Source: an optimization exercise on an open RTL-to-GDS flow (aim: small area). Production flows keep margins and buffers that such runs may drop. At most, simulation tests tie the RTL to the original design; equivalence was not proved. For run 7, only the layout was checked, not whether the RTL still works. Power figures rest on the tool's default switching activity, not on a simulated workload.

`flow/run.sh`:
```
#!/bin/bash
# The standard ORFS layout (the standard.sh), with these changes:
#  - ports are buffered with sky130_fd_sc_hd__buf_1 instead of the default
#    cell that buffer_ports picks;
#  - clock tree synthesis clusters the flip-flops into groups of up to 20
#    under clkbuf_8 leaf buffers and inserts no dummy loads;
#  - the largest buffers and inverters are added to the platform's
#    don't-use list, so that repair builds fanout trees from smaller ones.
# Every tool's output goes to the ORFS logs under orfs/logs/, and make's own
# output to flow_make.log in this folder.
set -euo pipefail
PLATFORM_DONT_USE="sky130_fd_sc_hd__probe_p_8 sky130_fd_sc_hd__probec_p_8 sky130_fd_sc_hd__lpflow_bleeder_1 sky130_fd_sc_hd__lpflow_clkbufkapwr_1 sky130_fd_sc_hd__lpflow_clkbufkapwr_16 sky130_fd_sc_hd__lpflow_clkbufkapwr_2 sky130_fd_sc_hd__lpflow_clkbufkapwr_4 sky130_fd_sc_hd__lpflow_clkbufkapwr_8 sky130_fd_sc_hd__lpflow_clkinvkapwr_1 sky130_fd_sc_hd__lpflow_clkinvkapwr_16 sky130_fd_sc_hd__lpflow_clkinvkapwr_2 sky130_fd_sc_hd__lpflow_clkinvkapwr_4 sky130_fd_sc_hd__lpflow_clkinvkapwr_8 sky130_fd_sc_hd__lpflow_decapkapwr_12 sky130_fd_sc_hd__lpflow_decapkapwr_3 sky130_fd_sc_hd__lpflow_decapkapwr_4 sky130_fd_sc_hd__lpflow_decapkapwr_6 sky130_fd_sc_hd__lpflow_decapkapwr_8 sky130_fd_sc_hd__lpflow_inputiso0n_1 sky130_fd_sc_hd__lpflow_inputiso0p_1 sky130_fd_sc_hd__lpflow_inputiso1n_1 sky130_fd_sc_hd__lpflow_inputiso1p_1 sky130_fd_sc_hd__lpflow_inputisolatch_1 sky130_fd_sc_hd__lpflow_isobufsrc_1 sky130_fd_sc_hd__lpflow_isobufsrc_16 sky130_fd_sc_hd__lpflow_isobufsrc_2 sky130_fd_sc_hd__lpflow_isobufsrc_4 sky130_fd_sc_hd__lpflow_isobufsrc_8 sky130_fd_sc_hd__lpflow_isobufsrckapwr_16 sky130_fd_sc_hd__lpflow_lsbuf_lh_hl_isowell_tap_1 sky130_fd_sc_hd__lpflow_lsbuf_lh_hl_isowell_tap_2 sky130_fd_sc_hd__lpflow_lsbuf_lh_hl_isowell_tap_4 sky130_fd_sc_hd__lpflow_lsbuf_lh_isowell_4 sky130_fd_sc_hd__lpflow_lsbuf_lh_isowell_tap_1 sky130_fd_sc_hd__lpflow_lsbuf_lh_isowell_tap_2 sky130_fd_sc_hd__lpflow_lsbuf_lh_isowell_tap_4"
EXTRA_DONT_USE="sky130_fd_sc_hd__buf_8 sky130_fd_sc_hd__buf_12 sky130_fd_sc_hd__buf_16 sky130_fd_sc_hd__bufbuf_8 sky130_fd_sc_hd__bufbuf_16 sky130_fd_sc_hd__inv_12 sky130_fd_sc_hd__inv_16 sky130_fd_sc_hd__clkinv_16 sky130_fd_sc_hd__clkbuf_16 sky130_fd_sc_hd__bufinv_16"
bash standard.sh \
  "DONT_USE_CELLS=$PLATFORM_DONT_USE $EXTRA_DONT_USE" \
  "BUFFER_PORTS_ARGS=-buffer_cell sky130_fd_sc_hd__buf_1" \
  "CTS_ARGS=-sink_clustering_enable -repair_clock_nets -sink_clustering_size 20 -sink_clustering_max_diameter 60 -buf_list sky130_fd_sc_hd__clkbuf_8 -dont_use_dummy_load" \
  finish > flow_make.log 2>&1
```
`standard.sh`:
```
#!/bin/bash
# synth_recipe.tcl (not shown) runs the flow's synth.tcl, then flattens the netlist and writes it again
# the make line also repeats each setting of config.mk as NAME=value (left out here)
make -C /OpenROAD-flow-scripts/flow DESIGN_CONFIG=/design/flow/config.mk WORK_HOME=/design/flow/orfs CLKGATE_MAP_FILE= SYNTH_SCRIPT=/design/flow/synth_recipe.tcl "${@:-finish}"
```
`config.mk`:
```
export PLATFORM = sky130hd
export DESIGN_NAME = page_pool_free_list_allocator_core
export DESIGN_NICKNAME = page_pool_free_list_allocator_core
export VERILOG_FILES = /design/flow/design.v
export SDC_FILE = /design/flow/constraint.sdc
export NUM_CORES = 4
export LEC_CHECK = 0
export CAP_MARGIN = 20
export CORE_MARGIN = 2
export CORE_UTILIZATION = 55
export SLEW_MARGIN = 20
export SYNTH_HIERARCHICAL = 1
export SYNTH_MINIMUM_KEEP_SIZE = 0
```
`constraint.sdc`:
```
create_clock -name core_clock -period 6.0 [get_ports {clk}]
set_input_delay 1.2000 -clock core_clock [delete_from_list [all_inputs] [get_ports {clk}]]
set_output_delay 1.2000 -clock core_clock [all_outputs]
set_load 0.01 [all_outputs]
```
`design.v`:
```
`default_nettype none
module ppfl_dec8
(
  input  logic [2:0] a,
  output logic [7:0] y
);
  always_comb begin
    for (int i = 0; i < 8; i++) y[i] = (a == 3'(i));
  end
endmodule
module ppfl_sel8x6
(
  input  logic [47:0] d,
  input  logic [7:0]  sel,
  output logic [5:0]  q
);
  always_comb begin
    q = '0;
    for (int i = 0; i < 8; i++) q |= {6{sel[i]}} & d[i*6 +: 6];
  end
endmodule
module ppfl_sel8x1
(
  input  logic [7:0] d,
  input  logic [7:0] sel,
  output logic       q
);
  assign q = |(d & sel);
endmodule
`default_nettype wire
`default_nettype none
module page_pool_free_list_allocator_core
(
  input  logic        clk,
  input  logic        rst_n,
  input  logic        in_valid,
  output logic        in_ready,
  input  logic [9:0]  in_data,
  output logic        out_valid,
  input  logic        out_ready,
  output logic [18:0] out_data
);
  logic       s1_vld_r;
  logic [1:0] s1_cmd_r;
  logic [5:0] s1_idx_r;
  logic       out_valid_r;
  logic       out_free, fire;
  logic       oor;
  assign out_free = !out_valid_r || out_ready;
  assign fire     = s1_vld_r && out_free;
  assign in_ready = !s1_vld_r || out_free;
  assign oor      = |in_data[7:6];
  always_ff @(posedge clk) begin
    if (!rst_n) begin
      s1_vld_r <= 1'b0;
    end else if (in_ready) begin
      s1_vld_r <= in_valid;
    end
  end
  always_ff @(posedge clk) begin
    if (in_ready) begin
      s1_cmd_r <= {in_data[9] | (in_data[8] & oor), in_data[8]};
      s1_idx_r <= {in_data[5:1], !in_data[9] & (in_data[0] | oor)};
    end
  end
  logic [6:0]  cnt_r;                
  logic [6:0]  init_r;               
  logic [5:0]  fifo_r [64];          
  logic [63:0] used_r;               
  logic is_alloc, is_free, is_reinit, is_x;
  logic full, empty, used_bit;
  logic alloc_ok, free_ok;
  logic [5:0] head_page;
  logic [1:0] status;
  assign is_alloc  = (s1_cmd_r == 2'd0);
  assign is_free   = (s1_cmd_r == 2'd1);
  assign is_reinit = (s1_cmd_r == 2'd2);
  assign is_x      = (s1_cmd_r == 2'd3);
  assign full     = cnt_r[6];
  assign empty    = (cnt_r == 7'd0);
  assign alloc_ok = is_alloc && !full;
  assign free_ok  = is_free && used_bit;    
  logic [7:0]  rsel_lo, rsel_hi;
  logic [47:0] rgrp [8];
  logic [47:0] rgrp_q;
  logic [5:0]  fifo_rd;
  ppfl_dec8 u_rdec_lo (.a(~cnt_r[2:0]), .y(rsel_lo));
  ppfl_dec8 u_rdec_hi (.a(~cnt_r[5:3]), .y(rsel_hi));
  always_comb begin
    for (int k = 0; k < 8; k++) begin
      for (int j = 0; j < 8; j++) rgrp[k][j*6 +: 6] = fifo_r[8*k + j];
    end
  end
  for (genvar k = 0; k < 8; k++) begin : g_rd
    ppfl_sel8x6 u_sel (.d(rgrp[k]), .sel(rsel_lo), .q(rgrp_q[k*6 +: 6]));
  end
  ppfl_sel8x6 u_rsel_hi (.d(rgrp_q), .sel(rsel_hi), .q(fifo_rd));
  assign head_page = init_r[6] ? fifo_rd : init_r[5:0];
  always_comb begin
    status = 2'd0;
    if (is_alloc) begin
      status = {1'b0, full};
    end else if (is_free) begin
      status = {!used_bit, !used_bit && !empty};
    end else if (is_x && s1_idx_r[0]) begin
      status = {1'b1, !empty};
    end
  end
  always_ff @(posedge clk) begin
    if (!rst_n) begin
      cnt_r  <= '0;
      init_r <= '0;
    end else if (fire) begin
      if (is_reinit) begin
        cnt_r  <= '0;
        init_r <= '0;
      end else if (alloc_ok) begin
        cnt_r <= cnt_r + 7'd1;
        if (!init_r[6]) init_r <= init_r + 7'd1;
      end else if (free_ok) begin
        cnt_r <= cnt_r - 7'd1;
      end
    end
  end
  always_ff @(posedge clk) begin
    if (fire && free_ok) begin
      fifo_r[0] <= s1_idx_r;
      for (int i = 1; i < 64; i++) fifo_r[i] <= fifo_r[i-1];
    end
  end
  logic [5:0] uidx;
  logic       uwe, uclr;
  logic [7:0] usel_lo, usel_hi, ugrp;
  logic [7:0] uen_lo_n, uen_hi_n;
  assign uidx = is_alloc ? head_page : s1_idx_r;
  assign uwe  = fire && (alloc_ok || free_ok);
  assign uclr = !rst_n || (fire && is_reinit);
  ppfl_dec8 u_udec_lo (.a(uidx[2:0]), .y(usel_lo));
  ppfl_dec8 u_udec_hi (.a(uidx[5:3]), .y(usel_hi));
  for (genvar k = 0; k < 8; k++) begin : g_urd
    ppfl_sel8x1 u_sel (.d(used_r[8*k +: 8]), .sel(usel_lo), .q(ugrp[k]));
  end
  ppfl_sel8x1 u_usel_hi (.d(ugrp), .sel(usel_hi), .q(used_bit));
  assign uen_lo_n = ~(usel_lo | {8{uclr}});
  assign uen_hi_n = ~((usel_hi & {8{uwe}}) | {8{uclr}});
  always_ff @(posedge clk) begin
    for (int i = 0; i < 64; i++) begin
      if (!(uen_lo_n[i % 8] || uen_hi_n[i / 8])) used_r[i] <= is_alloc && !uclr;
    end
  end
  logic [5:0] out_grant_r;
  logic [1:0] out_status_r;
  always_ff @(posedge clk) begin
    if (!rst_n) begin
      out_valid_r <= 1'b0;
    end else if (out_free) begin
      out_valid_r <= s1_vld_r;
    end
  end
  always_ff @(posedge clk) begin
    if (fire) begin
      out_grant_r  <= alloc_ok ? head_page : 6'd0;
      out_status_r <= status;
    end
  end
  assign out_valid = out_valid_r;
  assign out_data  = {2'b00, out_grant_r, out_status_r, 2'b00, cnt_r};
endmodule
`default_nettype wire
```
==> results of run 1 <==
final cells by class:
cell class / instances / area [sq um]
Tap cell: 442 / 553
Sequential cell: 480 / 14300
Inverter: 12 / 52.6
Multi-Input combinational cell: 568 / 3830
Fill cell: 2555 / 12800
Clock buffer: 35 / 482
Timing Repair Buffer: 106 / 543
critical path, stage by stage, from the launching register on:
cell	delay [ns]
dfxtp_1	0.48
inv_2	0.16
nor3_4	0.19
buf_4	0.47
buf_2	0.51
a22oi_1	0.20
nand4_1	0.14
a22oi_1	0.10
nand4_1	0.24
mux2i_1	0.15
a21oi_1	0.45
nor3b_1	0.36
a22oi_1	0.12
nand4_1	0.21
nand3b_1	0.15
or3_4	0.44
clkinvlp_4	0.13
buf_4	0.27
buf_2	0.37
cell usage after synthesis, types with 3 or more instances:
| master | count |
|---|---|
| buf_4 | 5 |
| nor4_1 | 5 |
| nand3b_1 | 4 |
| buf_2 | 5 |
| and3_2 | 4 |
| nor3_1 | 9 |
| nand3_1 | 6 |
| nand2_1 | 12 |
| mux2i_1 | 7 |
| nand4_1 | 63 |
| ha_1 | 8 |
| nand2b_1 | 5 |
| nor3b_1 | 13 |
| edfxtp_1 | 464 |
| inv_1 | 12 |
| dfxtp_1 | 16 |
| or3_1 | 3 |
| a22oi_1 | 252 |
| and3b_2 | 12 |
| nor2b_1 | 3 |
| o21ai_0 | 6 |
| a21oi_1 | 29 |
| clkbuf_1 | 5 |
| nor2_1 | 93 |
path summary, 6_finish.rpt:
check                           cells after the start       endpoint  slack (ns)
worst max-delay path                               18  fifo_r[41][0]        0.48
worst min register to register                      0   fifo_r[2][5]        0.41
worst max register to register                     18  fifo_r[41][0]        0.48
worst min-delay path                                0   fifo_r[2][5]        0.41
modules after synthesis, one instance, submodules excluded:
module	flip-flops and latches	copies in the design	area, sq um
page_pool_free_list_allocator_core	480	1	15600
ppfl_sel8x6	0	9	218
ppfl_dec8	0	4	65.1
ppfl_sel8x1	0	9	36.3
through the flow:
stage / power (uW) / TNS, ns / util (%) / instances
after detailed placement: 4210 / 0 / 59.1 / 1608
after floorplan: 4070 / -1486.58 / - / 1076
after global routing: 5830 / 0 / 60.6 / 1643
after CTS: 5680 / 0 / 60.6 / 1643
after global placement: 4210 / 0 / 59.1 / 1608
final: 5620 / 0 / 60.6 / 1643
state kept, by name (all words and copies together) (netlist names):
name	flops
fifo_r	384
used_r	64
cnt_r	7
init_r	7
out_grant_r	6
s1_idx_r	6
out_status_r	2
s1_cmd_r	2
out_valid_r	1
s1_vld_r	1
power by group:
| part | internal [uW] | leakage (uW) | switching, uW | total [uW] |
|---|---|---|---|---|
| clock | 528 | 0.000252 | 958 | 1490 |
| sequential | 3710 | 0.00439 | 38.9 | 3750 |
| combinational | 126 | 0.00165 | 262 | 388 |
| total | 4370 | 0.00628 | 1260 | 5620 |
placed cells by master, fill, tap and decap left out, types with 6 or more instances in the layout:
cell type and n:
buf_4 20, a22oi_1 252, and3b_2 12, clkbuf_8 35
dfxtp_1 15, mux2i_1 7, nor2_1 93, nand2_1 12
edfxtp_1 464, nand3_1 6, o21ai_0 6, nand4_1 63
a21oi_1 26, nor3b_1 9, ha_1 8, buf_2 56
inv_1 8, nor3_1 7, buf_1 30
layer usage:
metal	part of all wire, %	wire [um]	GRT usage [%]	vias up
met5	0	0	0	-
met4	1.8	737	5.29	0
met3	6.7	2660	4.25	49
met2	44	17700	34.3	401
met1	47	18800	37.3	5381
li1	-	-	-	4728
logic make-up (layout without fill, tap and decap cells):
kind of cell / count (synthesis) / in the layout
simple gates: 239 / 239
xor+xnor: 3 / 3
flops: 480 / 480
compound gates: 306 / 306
fa+ha+maj: 9 / 9
mux: 7 / 7
other cells: 1 / 4
buf+inv: 28 / 153
==> flow_summary.yaml, run 1 <==
drt:
  wl_per_cell_um: 24.3
  firstDrtPassIters: 5
  via_count: 10600
  wirelength_um: 39900
  vias_per_cell: 6.43
  drc: 0
  drt_iter0_markers: 1089
  postRouteAntennaNets: 0
die:
  dieArea_sq_um: 34400
  die_height_um: 186
  start_util_pct: 55.7
  rows: 66
  io_pins: 35
  chipWidth_um: 186
  coreArea_sq_um: 32500
clocking:
  clockBufferDepth: 3
  clock_latency_ns: 0.60
  clk_pin_slew_ns: 0.12
  cts_root_buf: "clkbuf_8"
  post_cts_buffers: 0
  clock_sinks: 480
  cts_made_buffers: 35
  cts_resized: 0
  cts_tree: "done"
  htree_levels: 2
  cts_hold_buf: 0
power:
  powerDensity_nw_per_um2: 285
  irDropWorstVdd_mv: 0.227
  p_leak_uw: 0.00628
worst_setup_path:
  path_class: "flop to flop"
  worstPathArrival_ns: 5.74
  startpoint: "cnt_r[2]"
  required_ns: 6.22
  end_kind: "flop"
  start_kind: "flop"
  reg2reg_from: "cnt_r[2]"
  crit_fanout: 33
synth:
  synth_top_area_share_pct: 76.9
  yosys_warnings: 13
  syn_area_per_cell_sq_um: 16.9
  synthTopCellsByArea: "edfxtp_1 (77%), a22oi_1 (10%), nand4_1 (2.2%)"
  ys_seq_area_share_pct: 78.6
  async_reset_ff_share_pct: 0
  synthSimpleGateAreaFrac_pct: 7.12
  synth_area_sq_um: 18100
  synth-adder-area-share_pct: 0.663
  synth_xor_area_share_pct: 0.145
  synth.area.mux_share_pct: 0.387
  synthCells: 1073
  synth_compound_area_share_pct: 12.3
  synth_ff_type: "edfxtp_1"
  synth.distinct_cells: 47
  ys_ff_latch: 480
  synth_top_family_by_area: "compound AO/OA/AOI/OAI gates"
  yosysTopAreaCell: "edfxtp_1"
  synth-edff-count: 464
placed_design:
  dp_hpwl_um: 25100
  placed_area_sq_um: 19200
  place.gp.congestion: 0.880
  pre_cts_ws_ns: 0.553
  io_buffers: 30
global_route:
  antenna_found_initial: 0
  grt_first_pass_wirelength_um: 61100
  grt_start_max_net_pins: 65
  grt.total_usage_pct: 23.6
  grt.overflow.total: 0
  grt_pass1_vias: 10300
timing:
  setup_viol: 0
  slew_violations: 0
  fin_ws_ns: 0.477
  hold_viol_final: 0
  rsz0062_at_grt: "false"
  holdWs_ns: 0.413
  period_needed_ns: 5.52
  fmax_ghz: 0.181
  finClkSkew_ns: 0.0528
  finalCritPeriodShare_pct: 92.1
  tightest_slew_ns: 0.966
  slew-limit-headroom_pct: 35.0
worst_hold_path:
  hp-class: "flop to flop"
  hp-start: "fifo_r[1][5]"
layout:
  drive_gt1_share_pct: 12.2
  design_area_sq_um: 19700
  nets: 1226
  diodes: 0
  area_growth_syn_to_layout_pct: 8.75
flow_run:
  max_cap_violations: 0
run_status:
  status: "finished clean"
==> run 2: changes to the inputs <==
--- a/design.v
+++ b/design.v
@@ -10,20 +10,29 @@
 endmodule
-module ppfl_sel8x6
+module ppfl_aoi3 #(parameter int W = 6)
 (
-  input  logic [47:0] d,
-  input  logic [7:0]  sel,
-  output logic [5:0]  q
+  input  logic [3*W-1:0] d,
+  input  logic [2:0]     s,
+  output logic [W-1:0]   qn
 );
-  always_comb begin
-    q = '0;
-    for (int i = 0; i < 8; i++) q |= {6{sel[i]}} & d[i*6 +: 6];
-  end
+  assign qn = ~(({W{s[0]}} & d[0 +: W]) | ({W{s[1]}} & d[W +: W]) | ({W{s[2]}} & d[2*W +: W]));
 endmodule
-module ppfl_sel8x1
+module ppfl_aoi2 #(parameter int W = 6)
 (
-  input  logic [7:0] d,
-  input  logic [7:0] sel,
-  output logic       q
+  input  logic [2*W-1:0] d,
+  input  logic [1:0]     s,
+  output logic [W-1:0]   qn
 );
-  assign q = |(d & sel);
+  assign qn = ~(({W{s[0]}} & d[0 +: W]) | ({W{s[1]}} & d[W +: W]));
+endmodule
+module ppfl_sel8 #(parameter int W = 6)
+(
+  input  logic [8*W-1:0] d,
+  input  logic [7:0]     sel,
+  output logic [W-1:0]   q
+);
+  logic [W-1:0] a_n, b_n, c_n;
+  ppfl_aoi3 #(.W(W)) u_a (.d(d[0 +: 3*W]),   .s(sel[2:0]), .qn(a_n));
+  ppfl_aoi3 #(.W(W)) u_b (.d(d[3*W +: 3*W]), .s(sel[5:3]), .qn(b_n));
+  ppfl_aoi2 #(.W(W)) u_c (.d(d[6*W +: 2*W]), .s(sel[7:6]), .qn(c_n));
+  assign q = ~(a_n & b_n & c_n);
 endmodule
@@ -94,5 +103,5 @@
   for (genvar k = 0; k < 8; k++) begin : g_rd
-    ppfl_sel8x6 u_sel (.d(rgrp[k]), .sel(rsel_lo), .q(rgrp_q[k*6 +: 6]));
+    ppfl_sel8 #(.W(6)) u_sel (.d(rgrp[k]), .sel(rsel_lo), .q(rgrp_q[k*6 +: 6]));
   end
-  ppfl_sel8x6 u_rsel_hi (.d(rgrp_q), .sel(rsel_hi), .q(fifo_rd));
+  ppfl_sel8 #(.W(6)) u_rsel_hi (.d(rgrp_q), .sel(rsel_hi), .q(fifo_rd));
   assign head_page = init_r[6] ? fifo_rd : init_r[5:0];
@@ -139,6 +148,9 @@
   ppfl_dec8 u_udec_hi (.a(uidx[5:3]), .y(usel_hi));
+  logic [7:0] rdsel_lo, rdsel_hi;
+  ppfl_dec8 u_urdec_lo (.a(s1_idx_r[2:0]), .y(rdsel_lo));
+  ppfl_dec8 u_urdec_hi (.a(s1_idx_r[5:3]), .y(rdsel_hi));
   for (genvar k = 0; k < 8; k++) begin : g_urd
-    ppfl_sel8x1 u_sel (.d(used_r[8*k +: 8]), .sel(usel_lo), .q(ugrp[k]));
+    ppfl_sel8 #(.W(1)) u_sel (.d(used_r[8*k +: 8]), .sel(rdsel_lo), .q(ugrp[k]));
   end
-  ppfl_sel8x1 u_usel_hi (.d(ugrp), .sel(usel_hi), .q(used_bit));
+  ppfl_sel8 #(.W(1)) u_usel_hi (.d(ugrp), .sel(rdsel_hi), .q(used_bit));
   assign uen_lo_n = ~(usel_lo | {8{uclr}});
--- a/config.mk
+++ b/config.mk
@@ -9,3 +9,4 @@
 export CORE_MARGIN = 2
-export CORE_UTILIZATION = 55
+export CORE_UTILIZATION = 70
+export PLACE_DENSITY = 0.75
 export SLEW_MARGIN = 20
==> run 2 against run 1 <==
Area after synthesis about the same; sequential power barely moved; critical path depth is 6 lower; global-route usage increased by 5.0 points; final cell count is 13% lower; die area fell by 21%; total power is 1.2% lower; count of clock-buffer cells in the layout fell by 1; core utilization grew 15 points; synthesized cell count down 4.4%; non-clock buffer count shrank 47; hold slack better by 0.0097 ns; largest cell class unchanged.
==> flow_summary.yaml, run 2 <==
layout:
  nets: 1131
  final_cell_mix: "edfxtp_1 (464), a222oi_1 (126), nor2_1 (93)"
  regMostFlops: "fifo_r"
  utilization_pct: 76.1
  largestRegisters: "fifo_r x384, used_r x64"
  area_growth_syn_to_layout_pct: 6.37
  drive_gt1_share_pct: 10.8
  largest_register_ffs: 384
  final_common_cell: "edfxtp_1"
  diodes: 0
synth:
  synth-edff-count: 464
  yosysTopAreaCell: "edfxtp_1"
  synth_area_sq_um: 18100
  yosys_warnings: 12
  yosysMostFrequentCell: "edfxtp_1"
  synthTopCellsByArea: "edfxtp_1 (77%), a222oi_1 (7.0%), nor2_1 (1.9%)"
  synth_top_area_share_pct: 76.9
  ys_ff_latch: 480
  synthCells: 1026
  async_reset_ff_share_pct: 0
  synth_ff_type: "edfxtp_1"
  synth_common_cells: "edfxtp_1 (464), a222oi_1 (126), nor2_1 (93)"
  syn_area_per_cell_sq_um: 17.7
  ys_seq_area_share_pct: 78.7
  synth.distinct_cells: 48
power:
  p_clk_share_pct: 26.1
  intPower_uw: 4330
  p_sw_share_pct: 22.0
  powerDensity_nw_per_um2: 288
  sequentialPowerShare_pct: 67.4
  power_switching_uw: 1220
  irDropWorstVdd_mv: 0.244
  combPwrFrac_pct: 6.5
  p_leak_uw: 0.00618
worst_setup_path:
  endpoint: "used_r[1]"
  start_kind: "flop"
  crit_fanout: 33
  ff2ff_path_depth: 12
  required_ns: 6.28
  reg2reg_setup_slack_ns: 1.51
  path_class: "flop to flop"
  startpoint: "cnt_r[0]"
  worstPathArrival_ns: 4.77
  r2r_end: "used_r[1]"
  reg2reg_from: "cnt_r[0]"
  end_kind: "flop"
timing:
  tightest_slew_ns: 1.07
  holdWs_ns: 0.423
  slew-limit-headroom_pct: 28.2
  setup_viol: 0
  finClkSkew_ns: 0.0626
  period_needed_ns: 4.49
  finalCritPeriodShare_pct: 74.8
  rsz0062_at_grt: "false"
  fmax_ghz: 0.223
  slew_violations: 0
  hold_viol_final: 0
placed_design:
  io_buffers: 30
  dp_hpwl_um: 22600
  place.gp.congestion: 0.852
global_route:
  grt.overflow.total: 0
  grt_first_pass_wirelength_um: 58000
  antenna_found_initial: 0
  grt_start_max_net_pins: 53
  grt_pass1_vias: 10100
  grt.total_usage_pct: 28.5
clocking:
  cts_root_buf: "clkbuf_8"
  clock_sinks: 480
  cts_hold_buf: 0
  clk_pin_slew_ns: 0.12
  htree_levels: 2
  clockBufferDepth: 3
  clock_latency_ns: 0.56
  cts_made_buffers: 34
  cts_tree: "done"
  post_cts_buffers: 0
  cts_resized: 0
die:
  io_pins: 35
  coreArea_sq_um: 25300
  start_util_pct: 71.5
  die_height_um: 165
  rows: 58
  dieArea_sq_um: 27200
  chipWidth_um: 165
drt:
  drt_iter0_markers: 1857
  drc: 0
  vias_per_cell: 7.31
  postRouteAntennaNets: 0
  wirelength_um: 38400
  wl_per_cell_um: 26.7
  via_count: 10500
  firstDrtPassIters: 10
run_status:
  status: "finished clean"
worst_hold_path:
  hp-class: "flop to flop"
flow_run:
  max_cap_violations: 0
-- run 2: cell type report --
class | instances | area (sq um)
sequential | 480 | 14300
fill | 1448 | 6060
multi-input combinational | 521 | 3790
clock buffer | 34 | 468
tap | 330 | 413
timing repair buffer | 59 | 288
inverter | 12 | 48.8
-- run 2: cells by family (layout without fill, tap and decap cells) --
kind of cell	count (synthesis)	after routing	synth area share (%)
compound gates	243	243	12.0
xor+xnor	3	3	0.145
fa+ha+maj	9	9	0.663
buf+inv	28	105	0.718
flops	480	480	78.7
mux	7	7	0.387
other cells	1	4	0.0207
simple gates	255	255	7.41
-- run 2: metrics by stage --
| step | instances | instance area, sq um | power, uW | setup WS [ns] | setup TNS [ns] |
|---|---|---|---|---|---|
| after floorplan | 1029 | 18100 | 4050 | -2.09 | -809.25 |
| after global placement | 1401 | 18800 | 4160 | 1.70 | 0 |
| after detailed placement | 1402 | 18800 | 4170 | 1.60 | 0 |
| after CTS | 1436 | 19200 | 5570 | 1.58 | 0 |
| after global routing | 1436 | 19300 | 5730 | 1.22 | 0 |
| final | 1436 | 19300 | 5560 | 1.51 | 0 |
-- run 2: per-module statistics from Yosys (local to each module, per instance), excerpt --
module | flip-flops and latches | times used | cell area [sq um]
page_pool_free_list_allocator_core | 480 | 1 | 15600
ppfl_dec8 | 0 | 6 | 65.1
-- run 2: how the worst min path moves through the flow --
stage                        startpoint       endpoint  slack [ns]  cells past startpoint
after global placement    fifo_r[19][0]  fifo_r[20][0]        0.43                      0
after detailed placement  fifo_r[61][0]  fifo_r[62][0]        0.43                      0
after global routing       fifo_r[1][5]   fifo_r[2][5]        0.44                      0
final                      fifo_r[1][5]   fifo_r[2][5]        0.42                      0
after floorplan           fifo_r[11][4]  fifo_r[12][4]        0.43                      0
after CTS                  fifo_r[1][5]   fifo_r[2][5]        0.42                      0
-- run 2: worst max-delay path, stage by stage, from the launching register on --
cell and delay, ns:
dfxtp_1 0.34, inv_1 0.31, and3_2 0.95, buf_2 0.52, a22oi_1 0.14, nand3_1 0.14, a22oi_1 0.12, nand3_1 0.14
mux2i_1 0.10, a21oi_1 0.50, nor3_1 0.12, a21oi_1 0.72, nor2_1 0.13
-- run 2: power groups by stage --
stage / Combinational (uW) / Sequential, uW / Clock, uW
final: 363 / 3740 / 1450
after floorplan: 243 / 3810 / 0
after global routing: 393 / 3750 / 1590
after global placement: 348 / 3810 / 0
after CTS: 359 / 3740 / 1470
after detailed placement: 356 / 3820 / 0
-- run 2: routing by layer --
metal | up-vias | GRT usage [%] | wire length [um]
met4 | 0 | 8.54 | 1000
met3 | 82 | 4.32 | 4180
met1 | 5187 | 43.5 | 15300
met2 | 679 | 43.8 | 17900
met5 | - | 0 | 0
li1 | 4552 | - | -
==> run 3: changes to the inputs <==
--- a/config.mk
+++ b/config.mk
@@ -9,4 +9,3 @@
 export CORE_MARGIN = 2
-export CORE_UTILIZATION = 70
-export PLACE_DENSITY = 0.75
+export CORE_UTILIZATION = 55
 export SLEW_MARGIN = 20
==> run 3 against run 2 <==
Register-to-register slack worse by 0.07 ns; largest power group unchanged; via count shrank 1.6%; highest routed layer unchanged; critical path type unchanged; fmax down 1.6%; still clean.
==> flow_summary.yaml, run 3 <==
clocking:
  clock_latency_ns: 0.57
  cts_hold_buf: 0
  cts_resized: 0
  clk_pin_slew_ns: 0.11
  cts_root_buf: "clkbuf_8"
  cts_made_buffers: 36
  htree_levels: 2
  post_cts_buffers: 0
  cts_tree: "done"
  clock_sinks: 480
  clockBufferDepth: 3
synth:
  ys_ff_latch: 480
  yosysTopAreaCell: "edfxtp_1"
  async_reset_ff_share_pct: 0
  yosysMostFrequentCell: "edfxtp_1"
  synth_ff_type: "edfxtp_1"
  synth-edff-count: 464
  synth_top_area_share_pct: 76.9
  yosys_warnings: 12
  ys_seq_area_share_pct: 78.7
  synthTopCellsByArea: "edfxtp_1 (77%), a222oi_1 (7.0%), nor2_1 (1.9%)"
  synth_common_cells: "edfxtp_1 (464), a222oi_1 (126), nor2_1 (93)"
  synth_area_sq_um: 18100
  synth.distinct_cells: 48
  synthCells: 1026
  syn_area_per_cell_sq_um: 17.7
layout:
  largest_register_ffs: 384
  final_cell_mix: "edfxtp_1 (464), a222oi_1 (126), nor2_1 (93)"
  utilization_pct: 59.8
  regMostFlops: "fifo_r"
  area_growth_syn_to_layout_pct: 7.20
  largestRegisters: "fifo_r x384, used_r x64"
  seq_area_sq_um: 14300
  multi_input_area_sq_um: 3770
  nets: 1133
  fillers: 2468
  drive_gt1_share_pct: 10.8
  final_common_cell: "edfxtp_1"
  diodes: 0
die:
  dieArea_sq_um: 34400
  chipWidth_um: 185
  start_util_pct: 55.8
  io_pins: 35
  die_height_um: 185
  rows: 66
  coreArea_sq_um: 32500
worst_setup_path:
  worstPathArrival_ns: 4.82
  cpPeakStageDelay_ns: 0.98
  cp_slowest_cell: "and3b_2"
  path_cells: "inv_1 > and3b_2 > buf_2 > a22oi_2 > nand3_1 > a222oi_1 > nand3_1 > mux2i_1 > a21oi_1 > and3b_2 > a21oi_1 > nor2_1"
  ff2ff_path_depth: 12
  required_ns: 6.26
  crit_fanout: 35
  end_kind: "flop"
  path_class: "flop to flop"
  start_kind: "flop"
global_route:
  grt.total_usage_pct: 22.9
  grt_first_pass_wirelength_um: 59600
  grt.overflow.total: 0
  antenna_found_initial: 0
  grt_pass1_vias: 9982
  grt_start_max_net_pins: 65
timing:
  hold_viol_final: 0
  tightest_slew_ns: 1.04
  finalCritPeriodShare_pct: 76.0
  slew_violations: 0
  setup_viol: 0
  period_needed_ns: 4.56
  slew-limit-headroom_pct: 30.2
  fmax_ghz: 0.219
  finClkSkew_ns: 0.0668
  fin_setup_tns_ns: 0
  rsz0062_at_grt: "false"
run_status:
  status: "finished clean"
placed_design:
  io_buffers: 30
  place.gp.congestion: 0.797
  dp_hpwl_um: 22400
drt:
  drt_iter0_markers: 1407
  vias_per_cell: 6.66
  via_count: 10300
  wl_per_cell_um: 25.2
  wirelength_um: 39000
  firstDrtPassIters: 6
  drc: 0
  postRouteAntennaNets: 0
power:
  powerDensity_nw_per_um2: 288
  irDropWorstVdd_mv: 0.174
  p_leak_uw: 0.00619
  power_uw: 5600
flow_run:
  max_cap_violations: 0
worst_hold_path:
  min_path_cells: 0
  hp-class: "flop to flop"
==> run 3: cell count changes in the layout (fill, tap and decap cells not counted) <==
cell	change
clkbuf_8	+2
buf_2	-1
buf_4	+1
nor3_2	+1
nor3_4	-1
nor3b_1	+1
nor3b_2	-1
o31ai_2	+1
o31ai_4	-1
==> run 3: worst paths after layout <==
| kind | start | endpoint | slack (ns) |
|---|---|---|---|
| worst min register to register | fifo_r[25][2] | fifo_r[26][2] | 0.41 |
| worst min-delay path | fifo_r[25][2] | fifo_r[26][2] | 0.41 |
| worst max register to register | cnt_r[0] | used_r[41] | 1.44 |
| worst max-delay path | cnt_r[0] | used_r[41] | 1.44 |
==> run 3: report_power, final <==
| part | internal, uW | leakage [uW] | total (uW) | switching (uW) |
|---|---|---|---|---|
| Combinational | 119 | 0.00154 | 365 | 246 |
| Sequential | 3700 | 0.00438 | 3740 | 37.3 |
| Clock | 542 | 0.000259 | 1490 | 950 |
| Total | 4360 | 0.00619 | 5600 | 1230 |
==> run 3: cell families after synthesis <==
group           count (synthesis)  share of synthesized area (%)
simple gates                  255                           7.41
other cells                     1                         0.0207
flops                         480                           78.7
mux                             7                          0.387
buf+inv                        28                          0.718
fa+ha+maj                       9                          0.663
xor+xnor                        3                          0.145
compound gates                243                           12.0
==> run 3: layout make-up <==
class	count	share of cell area, %
timing repair buffer	59	1.50
clock buffer	36	2.55
multi-input combinational	521	19.4
inverter	12	0.251
tap	442	2.85
sequential	480	73.4
==> run 3: per-module statistics from Yosys, one instance, submodules excluded, a selection <==
module	cells inside	times used	flops+latches
page_pool_free_list_allocator_core	726	1	480
ppfl_dec8	8	6	0
==> run 3: per-stage QoR <==
stage | instance area, sq um | setup slack [ns] | cells | hold slack, ns
2_1_floorplan | 18100 | -2.09 | 1029 | 0.425
3_3_place_gp | 18900 | 1.56 | 1514 | 0.428
3_5_place_dp | 18900 | 1.47 | 1514 | 0.434
4_1_cts | 19400 | 1.51 | 1550 | 0.411
5_1_grt | 19400 | 1.20 | 1550 | 0.425
6_report | 19400 | 1.44 | 1550 | 0.407
==> run 3: layer usage <==
metal / GRT usage [%] / share of wire (%) / vias to the layer above
li1: - / - / 4566
met1: 34.5 / 44 / 5224
met2: 35.8 / 47 / 484
met3: 3.29 / 8.1 / 53
met4: 5.59 / 1.7 / 0
met5: 0 / 0 / -
==> run 3: worst max-delay path, delay by kind of cell, from the launching register on <==
family	cells	cell delay [ns]
AND/OR/NAND/NOR	5	1.80
AO/OA/AOI/OAI	4	1.26
multiplexers	1	0.17
flip-flops	1	0.37
buffers and inverters	2	0.71
==> run 4: changes to the inputs <==
--- a/design.v
+++ b/design.v
@@ -37,2 +37,11 @@
   assign q = ~(a_n & b_n & c_n);
+endmodule
+module ppfl_both
+(
+  input  logic a,
+  output logic y,
+  output logic y_n
+);
+  assign y   = a;
+  assign y_n = ~a;
 endmodule
@@ -78,2 +87,3 @@
   logic [63:0] used_r;               
+  logic        phase_r;              
   logic is_alloc, is_free, is_reinit, is_x;
@@ -105,3 +115,5 @@
   end
-  ppfl_sel8 #(.W(6)) u_rsel_hi (.d(rgrp_q), .sel(rsel_hi), .q(fifo_rd));
+  logic [5:0] fifo_rd_raw;
+  ppfl_sel8 #(.W(6)) u_rsel_hi (.d(rgrp_q), .sel(rsel_hi), .q(fifo_rd_raw));
+  assign fifo_rd = fifo_rd_raw ^ {6{phase_r}};
   assign head_page = init_r[6] ? fifo_rd : init_r[5:0];
@@ -133,6 +145,14 @@
   end
-  always_ff @(posedge clk) begin
-    if (fire && free_ok) begin
-      fifo_r[0] <= s1_idx_r;
-      for (int i = 1; i < 64; i++) fifo_r[i] <= fifo_r[i-1];
+  logic       push, push_n;
+  logic [5:0] push_page;
+  always_ff @(posedge clk) begin
+    if (!rst_n) phase_r <= 1'b0;
+    else        phase_r <= !phase_r;
+  end
+  ppfl_both u_push (.a(fire && free_ok), .y(push), .y_n(push_n));
+  assign push_page = s1_idx_r ^ {6{phase_r}};
+  always_ff @(posedge clk) begin
+    fifo_r[0] <= ~(({6{push}} & push_page) | ({6{push_n}} & fifo_r[0]));
+    for (int i = 1; i < 64; i++) begin
+      fifo_r[i] <= ~(({6{push}} & fifo_r[i-1]) | ({6{push_n}} & fifo_r[i]));
     end
==> run 4 against run 3 <==
Still clean on timing, DRC and antenna; clock power is essentially flat; clock skew shrank 0.015 ns; count of clock-buffer cells in the layout shrank 1; core utilization shrank 1.1 points; total power grew 32%; design area shrank 4.7%; final cell count grew 23%; worst setup slack lost 0.67 ns; non-clock buffer count grew 3; routed wire length grew 11%; global-route usage grew 2.5 points; critical path type unchanged.
==> flow_summary.yaml, run 4 <==
timing:
  fmax_ghz: 0.191
  finalCritPeriodShare_pct: 87.1
  fin_ws_ns: 0.774
  slew-limit-headroom_pct: 24.2
  period_needed_ns: 5.23
  hold_viol_final: 0
  rsz0062_at_grt: "false"
  slew_violations: 0
  tightest_slew_ns: 1.14
  finClkSkew_ns: 0.0522
  fin_setup_tns_ns: 0
  setup_viol: 0
synth:
  synth_top_area_share_pct: 45.7
  synthCells: 1509
  synthSimpleGateAreaFrac_pct: 7.78
  synth-adder-area-share_pct: 0.684
  synth.area.mux_share_pct: 0
  synth.distinct_cells: 51
  yosysMostFrequentCell: "a22oi_1"
  synth_top_family_by_area: "compound AO/OA/AOI/OAI gates"
  synth_ff_type: "dfxtp_1"
  yosys_warnings: 12
  synth-edff-count: 80
  synthTopCellsByArea: "dfxtp_1 (46%), a22oi_1 (18%), edfxtp_1 (14%)"
  synth_area_sq_um: 17600
  synth_xor_area_share_pct: 0.748
  synth_compound_area_share_pct: 28.8
  syn_area_per_cell_sq_um: 11.6
  ys_ff_latch: 481
  ys_seq_area_share_pct: 59.4
  yosysTopAreaCell: "dfxtp_1"
  async_reset_ff_share_pct: 0
  synth_common_cells: "a22oi_1 (429), dfxtp_1 (401), a222oi_1 (126)"
worst_setup_path:
  ff2ff_path_depth: 14
  startpoint: "cnt_r[0]"
  cp_slowest_cell: "o21ai_0"
  path_class: "flop to flop"
  worstPathArrival_ns: 5.54
  end_kind: "flop"
  cpPeakStageDelay_ns: 0.68
  r2r_end: "used_r[50]"
  cp_top_family: "compound AO/OA/AOI/OAI gates"
  required_ns: 6.31
  critical_path_depth: 14
  reg2reg_setup_slack_ns: 0.77
  endpoint: "used_r[50]"
  crit_fanout: 39
  reg2reg_from: "cnt_r[0]"
  cp_num_buf_inv: 2
  start_kind: "flop"
  path_cells: "inv_1 > and3b_2 > buf_2 > a222oi_1 > nand3_1 > a222oi_1 > nand3_1 > xnor2_1 > nand2_1 > o21ai_0 > o21ai_0 > and3b_2 > a21oi_1 > nor2_1"
power:
  p_sw_share_pct: 28.3
  p_leak_uw: 0.00657
  intPower_uw: 5280
  combPwrFrac_pct: 14.3
  power_switching_uw: 2080
  powerDensity_nw_per_um2: 398
  irDropWorstVdd_mv: 0.220
  p_clk_share_pct: 20.1
  sequentialPowerShare_pct: 65.5
clocking:
  cts_made_buffers: 35
  clk_pin_slew_ns: 0.12
  cts_hold_buf: 0
  htree_levels: 2
  cts_tree: "done"
  clockBufferDepth: 3
  clock_latency_ns: 0.57
  cts_root_buf: "clkbuf_8"
  clock_sinks: 481
  post_cts_buffers: 0
  cts_resized: 0
global_route:
  grt_pass1_vias: 12400
  grt_start_max_net_pins: 109
  grt_first_pass_wirelength_um: 68300
  antenna_found_initial: 0
  grt.total_usage_pct: 25.4
  grt.overflow.total: 0
worst_hold_path:
  hp-class: "flop to flop"
drt:
  drc: 0
  vias_per_cell: 7.00
  drt_iter0_markers: 1958
  wl_per_cell_um: 22.7
  via_count: 13400
  firstDrtPassIters: 9
  postRouteAntennaNets: 0
  wirelength_um: 43300
placed_design:
  placed_area_sq_um: 18000
  dp_hpwl_um: 25100
  pre_cts_ws_ns: 0.835
  io_buffers: 30
  place.gp.congestion: 0.829
layout:
  regMostFlops: "fifo_r"
  fillers: 2699
  design_area_sq_um: 18500
  final_cell_mix: "a22oi_1 (429), dfxtp_1 (401), a222oi_1 (126)"
  diodes: 0
  final_common_cell: "a22oi_1"
  nets: 1531
  drive_gt1_share_pct: 8.10
  largestRegisters: "fifo_r x384, used_r x64"
  area_growth_syn_to_layout_pct: 5.28
  largest_register_ffs: 384
die:
  io_pins: 35
  dieArea_sq_um: 33400
  rows: 65
  die_height_um: 183
  start_util_pct: 55.8
  coreArea_sq_um: 31500
  chipWidth_um: 183
flow_run:
  max_cap_violations: 0
run_status:
  status: "finished clean"
## run 4: worst min-delay path by stage
stage                       start             to  slack [ns]  cells after the start
floorplan           fifo_r[63][0]  fifo_r[63][0]        0.41                      1
global placement    fifo_r[63][1]  fifo_r[63][1]        0.42                      1
detailed placement  fifo_r[63][1]  fifo_r[63][1]        0.43                      1
CTS                  fifo_r[6][0]   fifo_r[7][0]        0.44                      1
global route        fifo_r[63][1]  fifo_r[63][1]        0.45                      1
finish              fifo_r[63][5]  fifo_r[63][5]        0.44                      1
## run 4: power groups by stage
stage | sequential (uW) | clock (uW) | combinational, uW
2_1_floorplan | 4700 | 0 | 863
3_3_place_gp | 4870 | 0 | 1030
3_5_place_dp | 4870 | 0 | 1060
4_1_cts | 4810 | 1530 | 1060
5_1_grt | 4940 | 1650 | 1190
6_report | 4830 | 1480 | 1060
## run 4: area by class of cell
cell class                 instances  area, sq um  share of cell area (%)
sequential                       481        10400                    56.4
inverter                          12         52.6                   0.284
clock buffer                      35          482                    2.60
timing repair buffer              62          305                    1.65
multi-input combinational        916         6720                    36.3
tap                              402          503                    2.72
## run 4: stage by stage
| step | utilization [%] | total power, uW | std cells | hold WS (ns) |
|---|---|---|---|---|
| 2_1_floorplan | - | 5560 | 1512 | 0.415 |
| 3_3_place_gp | 57.2 | 5900 | 1873 | 0.425 |
| 3_5_place_dp | 57.2 | 5940 | 1873 | 0.431 |
| 4_1_cts | 58.8 | 7400 | 1908 | 0.443 |
| 5_1_grt | 58.8 | 7780 | 1908 | 0.453 |
| 6_report | 58.8 | 7360 | 1908 | 0.440 |
## run 4: cell families (layout without fill, tap and decap cells)
group                      Yosys count  in the layout
xor gates and xnor gates            15             15
adders and majority gates            9              9
other                                1              4
buffers and inverters              115            109
DFF                                481            481
and+or+nand+nor                    259            259
AOI/OAI and AO/OA                  629            629
## run 4: Yosys stat by module, one instance, submodules excluded, a selection
module	cell area (sq um)	flops+latches
page_pool_free_list_allocator_core	15000	481
ppfl_dec8	65.1	0
ppfl_both	11.3	0
## run 4: layer usage
metal  track usage (%)  vias to the layer above  wire, um
met5                 0                        -         0
met4              6.16                        0       868
met3              3.69                       68      3020
met2              40.0                      457     19600
met1              37.0                     6681     19700
li1                  -                     6154         -
==> run 5: changes to the inputs <==
--- a/flow/run.sh
+++ b/flow/run.sh
@@ -4,4 +4,4 @@
 #    cell that buffer_ports picks;
-#  - clock tree synthesis clusters the flip-flops into groups of up to 20
-#    under clkbuf_8 leaf buffers and inserts no dummy loads;
+#  - clock tree synthesis clusters the flip-flops into groups of up to 30
+#    under clkbuf_16 leaf buffers and inserts no dummy loads;
 #  - the largest buffers and inverters are added to the platform's
@@ -16,3 +16,3 @@
   "BUFFER_PORTS_ARGS=-buffer_cell sky130_fd_sc_hd__buf_1" \
-  "CTS_ARGS=-sink_clustering_enable -repair_clock_nets -sink_clustering_size 20 -sink_clustering_max_diameter 60 -buf_list sky130_fd_sc_hd__clkbuf_8 -dont_use_dummy_load" \
+  "CTS_ARGS=-sink_clustering_enable -repair_clock_nets -sink_clustering_size 30 -sink_clustering_max_diameter 70 -buf_list sky130_fd_sc_hd__clkbuf_16 -dont_use_dummy_load" \
   finish > flow_make.log 2>&1
==> run 5 against run 4 <==
Largest power group unchanged; highest routed layer unchanged; largest cell class unchanged; total power is 4.5% higher; sequential power barely moved; final cell count is 0.37% lower.
==> flow_summary.yaml, run 5 <==
run_status:
  status: "finished clean"
synth:
  yosysTopAreaCell: "dfxtp_1"
  synth_xor_area_share_pct: 0.748
  synthSimpleGateAreaFrac_pct: 7.78
  syn_area_per_cell_sq_um: 11.6
  synth_common_cells: "a22oi_1 (429), dfxtp_1 (401), a222oi_1 (126)"
  yosys_warnings: 12
  synth-edff-count: 80
  synth-adder-area-share_pct: 0.684
  synthTopCellsByArea: "dfxtp_1 (46%), a22oi_1 (18%), edfxtp_1 (14%)"
  ys_seq_area_share_pct: 59.4
  yosysMostFrequentCell: "a22oi_1"
  synth.distinct_cells: 51
  ys_ff_latch: 481
  synth_top_area_share_pct: 45.7
  synth_ff_type: "dfxtp_1"
  synthCells: 1509
  async_reset_ff_share_pct: 0
  synth_area_sq_um: 17600
  synth.area.mux_share_pct: 0
  synth_compound_area_share_pct: 28.8
  synth_top_family_by_area: "compound AO/OA/AOI/OAI gates"
worst_setup_path:
  worstPathArrival_ns: 5.46
  cp_top_family: "simple AND/OR/NAND/NOR gates"
  path_class: "flop to flop"
  reg2reg_from: "cnt_r[0]"
  cpPeakStageDelay_ns: 0.64
  crit_fanout: 37
  start_kind: "flop"
  path_cells: "inv_1 > and3b_2 > buf_2 > a22oi_1 > nand3_1 > a222oi_1 > nand3_1 > xnor2_1 > nand2_1 > o21ai_0 > o21ai_0 > and3b_2 > nor2_1 > nor2_1"
  startpoint: "cnt_r[0]"
  end_kind: "flop"
  required_ns: 6.27
  cp_num_buf_inv: 2
  cp_slowest_cell: "a222oi_1"
layout:
  largest_register_ffs: 384
  final_cell_mix: "a22oi_1 (429), dfxtp_1 (401), a222oi_1 (126)"
  seq_area_sq_um: 10400
  fillers: 2646
  largestRegisters: "fifo_r x384, used_r x64"
  nets: 1524
  regMostFlops: "fifo_r"
  final_common_cell: "a22oi_1"
  diodes: 0
  multi_input_area_sq_um: 6720
  drive_gt1_share_pct: 7.67
  area_growth_syn_to_layout_pct: 6.52
die:
  chipWidth_um: 183
  die_height_um: 183
  coreArea_sq_um: 31500
  rows: 65
  io_pins: 35
  start_util_pct: 55.8
  dieArea_sq_um: 33400
clocking:
  cts_root_buf: "clkbuf_16"
  cts_made_buffers: 28
  cts_resized: 0
  clk_pin_slew_ns: 0.11
  htree_levels: 1
  clock_latency_ns: 0.60
  post_cts_buffers: 0
  cts_hold_buf: 0
  clock_sinks: 481
  cts_tree: "done"
  clockBufferDepth: 3
placed_design:
  dp_hpwl_um: 25100
  io_buffers: 30
  place.gp.congestion: 0.829
global_route:
  top_usage_layer: "met2"
  grt.total_usage_pct: 25.3
  grt_pass1_vias: 12400
  grt_first_pass_wirelength_um: 68300
  grtUsageMet3_pct: 3.67
  grt.overflow.total: 0
  grt_start_max_net_pins: 109
  grt_use_met2_pct: 40.4
  grtUsageMet1_pct: 36.8
  antenna_found_initial: 0
timing:
  slew_violations: 0
  fin_setup_tns_ns: 0
  finalCritPeriodShare_pct: 86.5
  hold_viol_final: 0
  finClkSkew_ns: 0.0646
  period_needed_ns: 5.19
  holdWs_ns: 0.436
  rsz0062_at_grt: "false"
  fmax_ghz: 0.193
  slew-limit-headroom_pct: 24.2
  setup_viol: 0
  tightest_slew_ns: 1.14
power:
  power_uw: 7690
  irDropWorstVdd_mv: 0.308
  p_leak_uw: 0.00666
  powerDensity_nw_per_um2: 411
drt:
  vias_per_cell: 6.99
  postRouteAntennaNets: 0
  wl_per_cell_um: 22.7
  firstDrtPassIters: 7
  wirelength_um: 43100
  drc: 0
  via_count: 13300
  drt_iter0_markers: 1823
worst_hold_path:
  hp-start: "fifo_r[31][1]"
  hp-class: "flop to flop"
flow_run:
  max_cap_violations: 0
## run 5: cell types whose count changed in the layout (fill, tap and decap cells not counted), sizes merged
cell	before	now
clkbuf	35	28
## run 5: stage by stage
step | setup WS, ns | std cells | area [sq um] | util, %
2_1_floorplan | 0.425 | 1512 | 17600 | -
3_3_place_gp | 0.916 | 1873 | 18000 | 57.2
3_5_place_dp | 0.835 | 1873 | 18000 | 57.2
4_1_cts | 0.788 | 1901 | 18700 | 59.4
5_1_grt | 0.413 | 1901 | 18700 | 59.5
6_report | 0.809 | 1901 | 18700 | 59.5
## run 5: per-layer routing
metal	vias to the layer above	wire [um]
met2	435	19600
met5	-	0
li1	6153	-
met1	6636	19800
met3	55	2990
met4	0	760
## run 5: worst paths after layout
path | end | slack, ns | depth (start not counted)
max | used_r[29] | 0.81 | 14
min | fifo_r[32][1] | 0.44 | 1
max reg2reg | used_r[29] | 0.81 | 14
min reg2reg | fifo_r[32][1] | 0.44 | 1
## run 5: power breakdown
part           internal (uW)  total (uW)  switching (uW)
clock                    825        1810             980
combinational            603        1060             454
sequential              4160        4830             675
## run 5: cells by family (layout without fill, tap and decap cells)
logic type	Yosys count	count (layout)
compound gates	629	629
xor+xnor	15	15
fa+ha+maj	9	9
buf+inv	115	102
flops	481	481
other cells	1	4
simple gates	259	259
## run 5: worst register-to-register path: stages, from the launching register on
cell	delay, ns
dfxtp_1	0.35
inv_1	0.27
and3b_2	0.63
buf_2	0.40
a22oi_1	0.21
nand3_1	0.11
a222oi_1	0.64
nand3_1	0.28
xnor2_1	0.19
nand2_1	0.11
o21ai_0	0.16
o21ai_0	0.56
and3b_2	0.27
nor2_1	0.60
nor2_1	0.12
## run 5: final cells by class
class / count / area share, %
Clock buffer: 28 / 3.74
Sequential cell: 481 / 55.7
Inverter: 12 / 0.281
Tap cell: 402 / 2.69
Multi-Input combinational cell: 916 / 35.9
Timing Repair Buffer: 62 / 1.63
## run 5: modules after synthesis (local to each module, per instance), a selection
| module | cells | flip-flops and latches |
|---|---|---|
| page_pool_free_list_allocator_core | 1207 | 481 |
| ppfl_both | 2 | 0 |
| ppfl_dec8 | 8 | 0 |
==> run 6: changes to the inputs <==
--- a/flow/run.sh
+++ b/flow/run.sh
@@ -4,4 +4,4 @@
 #    cell that buffer_ports picks;
-#  - clock tree synthesis clusters the flip-flops into groups of up to 30
-#    under clkbuf_16 leaf buffers and inserts no dummy loads;
+#  - clock tree synthesis clusters the flip-flops into groups of up to 20
+#    under clkbuf_4 or clkbuf_8 leaf buffers and inserts no dummy loads;
 #  - the largest buffers and inverters are added to the platform's
@@ -16,3 +16,3 @@
   "BUFFER_PORTS_ARGS=-buffer_cell sky130_fd_sc_hd__buf_1" \
-  "CTS_ARGS=-sink_clustering_enable -repair_clock_nets -sink_clustering_size 30 -sink_clustering_max_diameter 70 -buf_list sky130_fd_sc_hd__clkbuf_16 -dont_use_dummy_load" \
+  "CTS_ARGS=-sink_clustering_enable -repair_clock_nets -sink_clustering_size 20 -sink_clustering_max_diameter 60 -buf_list {sky130_fd_sc_hd__clkbuf_4 sky130_fd_sc_hd__clkbuf_8} -dont_use_dummy_load" \
   finish > flow_make.log 2>&1
==> run 6 against run 5 <==
Core utilization shrank 0.70 points; sequential cell count is the same; critical path type unchanged; largest power group unchanged; clock skew shrank 0.012 ns; register-to-register slack lost 0.03 ns.
==> flow_summary.yaml, run 6 <==
drt:
  drc: 0
  vias_per_cell: 7.00
  wl_per_cell_um: 22.7
  postRouteAntennaNets: 0
  drt_iter0_markers: 1958
  firstDrtPassIters: 9
  via_count: 13400
  wirelength_um: 43300
clocking:
  post_cts_buffers: 0
  clock_latency_ns: 0.57
  htree_levels: 2
  cts_hold_buf: 0
  cts_made_buffers: 35
  cts_resized: 0
  cts_root_buf: "clkbuf_8"
  clk_pin_slew_ns: 0.12
  clockBufferDepth: 3
  cts_tree: "done"
  clock_sinks: 481
timing:
  finClkSkew_ns: 0.0522
  setup_viol: 0
  fin_ws_ns: 0.774
  tightest_slew_ns: 1.14
  fin_setup_tns_ns: 0
  slew-limit-headroom_pct: 24.2
  period_needed_ns: 5.23
  fmax_ghz: 0.191
  finalCritPeriodShare_pct: 87.1
  slew_violations: 0
  hold_viol_final: 0
  rsz0062_at_grt: "false"
die:
  rows: 65
  chipWidth_um: 183
  dieArea_sq_um: 33400
  die_height_um: 183
  io_pins: 35
  start_util_pct: 55.8
  coreArea_sq_um: 31500
power:
  p_sw_share_pct: 28.3
  irDropWorstVdd_mv: 0.220
  power_switching_uw: 2080
  powerDensity_nw_per_um2: 398
  combPwrFrac_pct: 14.3
  p_leak_uw: 0.00657
  p_clk_share_pct: 20.1
  intPower_uw: 5280
  power_uw: 7360
  sequentialPowerShare_pct: 65.5
synth:
  synth.distinct_cells: 51
  synthTopCellsByArea: "dfxtp_1 (46%), a22oi_1 (18%), edfxtp_1 (14%)"
  synth_common_cells: "a22oi_1 (429), dfxtp_1 (401), a222oi_1 (126)"
  synth_xor_area_share_pct: 0.748
  synth-edff-count: 80
  syn_area_per_cell_sq_um: 11.6
  synth_area_sq_um: 17600
  synth_top_area_share_pct: 45.7
  synth-adder-area-share_pct: 0.684
  synth.area.mux_share_pct: 0
  synth_ff_type: "dfxtp_1"
  synth_top_family_by_area: "compound AO/OA/AOI/OAI gates"
  synthSimpleGateAreaFrac_pct: 7.78
  yosys_warnings: 12
  yosysTopAreaCell: "dfxtp_1"
  ys_seq_area_share_pct: 59.4
  synthCells: 1509
  yosysMostFrequentCell: "a22oi_1"
  synth_compound_area_share_pct: 28.8
  async_reset_ff_share_pct: 0
  ys_ff_latch: 481
run_status:
  status: "finished clean"
layout:
  diodes: 0
  final_common_cell: "a22oi_1"
  fillers: 2699
  regMostFlops: "fifo_r"
  largest_register_ffs: 384
  largestRegisters: "fifo_r x384, used_r x64"
  nets: 1531
  final_cell_mix: "a22oi_1 (429), dfxtp_1 (401), a222oi_1 (126)"
  drive_gt1_share_pct: 8.10
  area_growth_syn_to_layout_pct: 5.28
placed_design:
  pre_cts_ws_ns: 0.835
  io_buffers: 30
  place.gp.congestion: 0.829
  dp_hpwl_um: 25100
global_route:
  grt_pass1_vias: 12400
  grt.overflow.total: 0
  grt_start_max_net_pins: 109
  grt.total_usage_pct: 25.4
  grt_first_pass_wirelength_um: 68300
  antenna_found_initial: 0
worst_setup_path:
  worstPathArrival_ns: 5.54
  required_ns: 6.31
  path_class: "flop to flop"
  end_kind: "flop"
  crit_fanout: 39
  start_kind: "flop"
worst_hold_path:
  hp-class: "flop to flop"
flow_run:
  max_cap_violations: 0
run 6: cell counts after synthesis:
No cell type changed its count.
run 6: routing by layer:
layer | wire [um] | share of wire [%] | global-route usage [%]
met1 | 19700 | 46 | 37.0
met2 | 19600 | 45 | 40.0
met3 | 3020 | 7.0 | 3.69
met4 | 868 | 2.0 | 6.16
met5 | 0 | 0 | 0
run 6: layout make-up:
cell class                      count  area, sq um  share of cell area [%]
Sequential cell                   481        10400                    56.4
Multi-Input combinational cell    916         6720                    36.3
Tap cell                          402          503                    2.72
Clock buffer                       35          482                    2.60
Timing Repair Buffer               62          305                    1.65
Inverter                           12         52.6                   0.284
run 6: final timing paths:
kind / startpoint / to / slack (ns) / cells past startpoint
max: cnt_r[0] / used_r[50] / 0.77 / 14
max reg2reg: cnt_r[0] / used_r[50] / 0.77 / 14
min: fifo_r[63][5] / fifo_r[63][5] / 0.44 / 1
min reg2reg: fifo_r[63][5] / fifo_r[63][5] / 0.44 / 1
run 6: critical path: stages (launching register included):
cell and delay [ns]:
dfxtp_1 0.40, inv_1 0.19, and3b_2 0.66, buf_2 0.39, a222oi_1 0.37, nand3_1 0.20
a222oi_1 0.46, nand3_1 0.24, xnor2_1 0.19, nand2_1 0.09, o21ai_0 0.15, o21ai_0 0.68
and3b_2 0.28, a21oi_1 0.55, nor2_1 0.11
run 6: stage by stage:
stage               cells  cell area (sq um)  hold WS (ns)  util [%]
floorplan            1512              17600         0.415         -
finish               1908              18500         0.440      58.8
global placement     1873              18000         0.425      57.2
global route         1908              18500         0.453      58.8
detailed placement   1873              18000         0.431      57.2
CTS                  1908              18500         0.443      58.8
run 6: per-module statistics from Yosys (local to each module, per instance), a selection:
module	cell area, sq um	times used	cells	flip-flops and latches
ppfl_both	11.3	1	2	0
ppfl_dec8	65.1	6	8	0
page_pool_free_list_allocator_core	15000	1	1207	481
run 6: power groups by stage:
| stage | logic, uW | registers, uW | clock network (uW) |
|---|---|---|---|
| floorplan | 863 | 4700 | 0 |
| global placement | 1030 | 4870 | 0 |
| detailed placement | 1060 | 4870 | 0 |
| CTS | 1060 | 4810 | 1530 |
| global route | 1190 | 4940 | 1650 |
| finish | 1060 | 4830 | 1480 |
run 6: cell families (layout without fill, tap and decap cells):
family / count (synthesis) / in the layout
other cells: 1 / 4
fa+ha+maj: 9 / 9
flops: 481 / 481
compound gates: 629 / 629
buf+inv: 115 / 109
xor+xnor: 15 / 15
simple gates: 259 / 259
==> run 7: changes to the inputs <==
--- a/design.v
+++ b/design.v
@@ -46,2 +46,12 @@
   assign y_n = ~a;
+endmodule
+module ppfl_ucell
+(
+  input  logic r0,
+  input  logic r1,
+  input  logic c,
+  input  logic q,
+  output logic d
+);
+  assign d = ~((r0 & c) | (~(r1 & c) & q));
 endmodule
@@ -105,4 +115,11 @@
   logic [5:0]  fifo_rd;
-  ppfl_dec8 u_rdec_lo (.a(~cnt_r[2:0]), .y(rsel_lo));
-  ppfl_dec8 u_rdec_hi (.a(~cnt_r[5:3]), .y(rsel_hi));
+  logic [7:0]  cdec_lo, cdec_hi;
+  ppfl_dec8 u_rdec_lo (.a(cnt_r[2:0]), .y(cdec_lo));
+  ppfl_dec8 u_rdec_hi (.a(cnt_r[5:3]), .y(cdec_hi));
+  always_comb begin
+    for (int i = 0; i < 8; i++) begin
+      rsel_lo[i] = cdec_lo[7 - i];
+      rsel_hi[i] = cdec_hi[7 - i];
+    end
+  end
   always_comb begin
@@ -160,5 +177,6 @@
   logic [5:0] uidx;
-  logic       uwe, uclr;
+  logic       uwe, uclr, uval, phase_nxt;
   logic [7:0] usel_lo, usel_hi, ugrp;
-  logic [7:0] uen_lo_n, uen_hi_n;
+  logic [7:0] ucol, urow, urow0, urow1;
+  logic       used_raw;
   assign uidx = is_alloc ? head_page : s1_idx_r;
@@ -166,4 +184,10 @@
   assign uclr = !rst_n || (fire && is_reinit);
+  assign uval = is_alloc && !uclr;
   ppfl_dec8 u_udec_lo (.a(uidx[2:0]), .y(usel_lo));
   ppfl_dec8 u_udec_hi (.a(uidx[5:3]), .y(usel_hi));
+  assign ucol  = usel_lo | {8{uclr}};
+  assign urow  = (usel_hi & {8{uwe}}) | {8{uclr}};
+  assign phase_nxt = rst_n && !phase_r;
+  assign urow0 = urow & {8{uval == phase_nxt}};
+  assign urow1 = urow & {8{uval != phase_nxt}};
   logic [7:0] rdsel_lo, rdsel_hi;
@@ -174,9 +198,10 @@
   end
-  ppfl_sel8 #(.W(1)) u_usel_hi (.d(ugrp), .sel(rdsel_hi), .q(used_bit));
-  assign uen_lo_n = ~(usel_lo | {8{uclr}});
-  assign uen_hi_n = ~((usel_hi & {8{uwe}}) | {8{uclr}});
-  always_ff @(posedge clk) begin
-    for (int i = 0; i < 64; i++) begin
-      if (!(uen_lo_n[i % 8] || uen_hi_n[i / 8])) used_r[i] <= is_alloc && !uclr;
-    end
+  ppfl_sel8 #(.W(1)) u_usel_hi (.d(ugrp), .sel(rdsel_hi), .q(used_raw));
+  assign used_bit = used_raw ^ phase_r;
+  logic [63:0] used_d;
+  for (genvar i = 0; i < 64; i++) begin : g_used
+    ppfl_ucell u_cell (.r0(urow0[i / 8]), .r1(urow1[i / 8]), .c(ucol[i % 8]), .q(used_r[i]), .d(used_d[i]));
+  end
+  always_ff @(posedge clk) begin
+    used_r <= used_d;
   end
--- a/flow/run.sh
+++ b/flow/run.sh
@@ -5,3 +5,3 @@
 #  - clock tree synthesis clusters the flip-flops into groups of up to 20
-#    under clkbuf_4 or clkbuf_8 leaf buffers and inserts no dummy loads;
+#    under clkbuf_8 leaf buffers and inserts no dummy loads;
 #  - the largest buffers and inverters are added to the platform's
@@ -16,3 +16,3 @@
   "BUFFER_PORTS_ARGS=-buffer_cell sky130_fd_sc_hd__buf_1" \
-  "CTS_ARGS=-sink_clustering_enable -repair_clock_nets -sink_clustering_size 20 -sink_clustering_max_diameter 60 -buf_list {sky130_fd_sc_hd__clkbuf_4 sky130_fd_sc_hd__clkbuf_8} -dont_use_dummy_load" \
+  "CTS_ARGS=-sink_clustering_enable -repair_clock_nets -sink_clustering_size 20 -sink_clustering_max_diameter 60 -buf_list sky130_fd_sc_hd__clkbuf_8 -dont_use_dummy_load" \
   finish > flow_make.log 2>&1
==> run 7 against run 6 <==
Hold slack lost 0.012 ns; die area shrank 0.22%; non-clock buffer count grew 7; global-route usage grew 0.48 points; critical path depth is the same; highest routed layer unchanged.
==> flow_summary.yaml, run 7 <==
run_status:
  status: "finished clean"
timing:
  hold_viol_final: 0
  fin_setup_tns_ns: 0
  period_needed_ns: 5.05
  slew-limit-headroom_pct: 27.7
synth:
  synth-adder-area-share_pct: 0.571
  yosysTopAreaCell: "dfxtp_1"
  synth.distinct_cells: 52
  synth_top_area_share_pct: 53.1
  synth-edff-count: 16
  synth_compound_area_share_pct: 31.5
  synth_ff_type: "dfxtp_1"
  synthCells: 1594
  synth_top_family_by_area: "compound AO/OA/AOI/OAI gates"
  yosysMostFrequentCell: "a22oi_1"
  syn_area_per_cell_sq_um: 11.0
  ys_ff_latch: 481
  async_reset_ff_share_pct: 0
  synth.area.mux_share_pct: 0.178
  synth_area_sq_um: 17500
  yosys_warnings: 12
  synth_xor_area_share_pct: 1.04
  ys_seq_area_share_pct: 55.8
  synth_common_cells: "a22oi_1 (494), dfxtp_1 (465), a222oi_1 (126)"
die:
  dieArea_sq_um: 33300
  start_util_pct: 55.7
  chipWidth_um: 183
drt:
  drc: 0
  drt_iter0_markers: 1921
  wirelength_um: 43800
  wl_per_cell_um: 21.9
  vias_per_cell: 6.89
  firstDrtPassIters: 9
  via_count: 13800
power:
  irDropWorstVdd_mv: 0.243
  powerDensity_nw_per_um2: 480
layout:
  nets: 1621
  multi_input_area_sq_um: 7310
  drive_gt1_share_pct: 8.33
  diodes: 0
  regMostFlops: "fifo_r"
  utilization_pct: 58.8
  final_common_cell: "a22oi_1"
  area_growth_syn_to_layout_pct: 5.50
  fillers: 2736
  seq_area_sq_um: 9790
clocking:
  cts_made_buffers: 37
  cts_tree: "done"
  post_cts_buffers: 0
  cts_resized: 0
  htree_levels: 2
  clock_sinks: 481
  clock_latency_ns: 0.58
  clk_pin_slew_ns: 0.11
  cts_hold_buf: 0
placed_design:
  place.gp.congestion: 0.822
  dp_hpwl_um: 26300
worst_setup_path:
  end_kind: "flop"
  cp_top_family: "simple AND/OR/NAND/NOR gates"
  cp_num_buf_inv: 1
  required_ns: 6.39
  start_kind: "flop"
  worstPathArrival_ns: 5.44
  cpPeakStageDelay_ns: 0.61
global_route:
  grt_start_max_net_pins: 105
  grt.total_usage_pct: 25.9
  antenna_found_initial: 0
  grt_first_pass_wirelength_um: 70000
  grt_pass1_vias: 12500
  grt.overflow.total: 0
worst_hold_path:
  hp-class: "flop to flop"
## run 7: changes by cell type after synthesis, sizes merged, moves of 6 or more
| cell | before | now |
|---|---|---|
| a22oi | 447 | 512 |
| inv | 12 | 6 |
| nand2b | 4 | 10 |
| nand2 | 22 | 91 |
| nor2 | 87 | 35 |
| edfxtp | 80 | 16 |
| dfxtp | 401 | 465 |
## run 7: cells by family (layout without fill, tap and decap cells)
group,after synthesis,in the layout
multiplexers,3,3
flip-flops,481,481
buffers and inverters,112,112
other,1,4
XOR/XNOR,20,20
adder cells (fa/ha/maj),8,8
AO/OA/AOI/OAI,693,693
AND/OR/NAND/NOR,276,276
## run 7: report_power, final
part           total, uW  internal [uW]  switching, uW
sequential          5750           4650           1100
combinational       1610            963            646
clock               1520            557            965
## run 7: worst paths after layout
kind	from	to	slack, ns	depth (start not counted)
worst min register to register	fifo_r[9][2]	fifo_r[10][2]	0.43	1
worst max register to register	cnt_r[2]	used_r[51]	0.95	14
worst max-delay path	cnt_r[2]	used_r[51]	0.95	14
worst min-delay path	fifo_r[9][2]	fifo_r[10][2]	0.43	1
## run 7: modules after synthesis (local to each module, per instance), a selection
module                              cells  area, sq um
ppfl_ucell                              2         11.3
ppfl_both                               2         11.3
ppfl_dec8                               8         65.1
page_pool_free_list_allocator_core   1164        14300
## run 7: final cells by class
| type | instances | area share (%) |
|---|---|---|
| Tap cell | 402 | 2.72 |
| Multi-Input combinational cell | 1004 | 39.6 |
| Timing Repair Buffer | 69 | 1.88 |
| Inverter | 6 | 0.162 |
| Clock buffer | 37 | 2.75 |
| Sequential cell | 481 | 52.9 |
## run 7: layer usage
metal / global-route usage (%) / vias up / wire, um
li1: - / 6474 / -
met1: 40.0 / 6766 / 21000
met2: 38.6 / 459 / 19100
met3: 3.23 / 65 / 2900
met4: 5.68 / 0 / 796
met5: 0 / - / 0
## run 7: stage by stage
stage               std cells  area (sq um)  setup WS, ns  hold slack (ns)  power, uW
global placement         1962         18000          1.00            0.422       7340
floorplan                1597         17500         0.191            0.412       6850
CTS                      1999         18500         0.971            0.427       8920
global route             1999         18500         0.458            0.447       9460
finish                   1999         18500         0.948            0.429       8880
detailed placement       1962         18000         0.957            0.430       7410

Check on run 7: ideal ports give 0.948 ns setup slack; a clkbuf_16 on the clock port and buf_2 on the inputs give 0.948 ns; moving port delays by the midpoint clock arrival (0.599 ns) as well gives 0.948 ns.
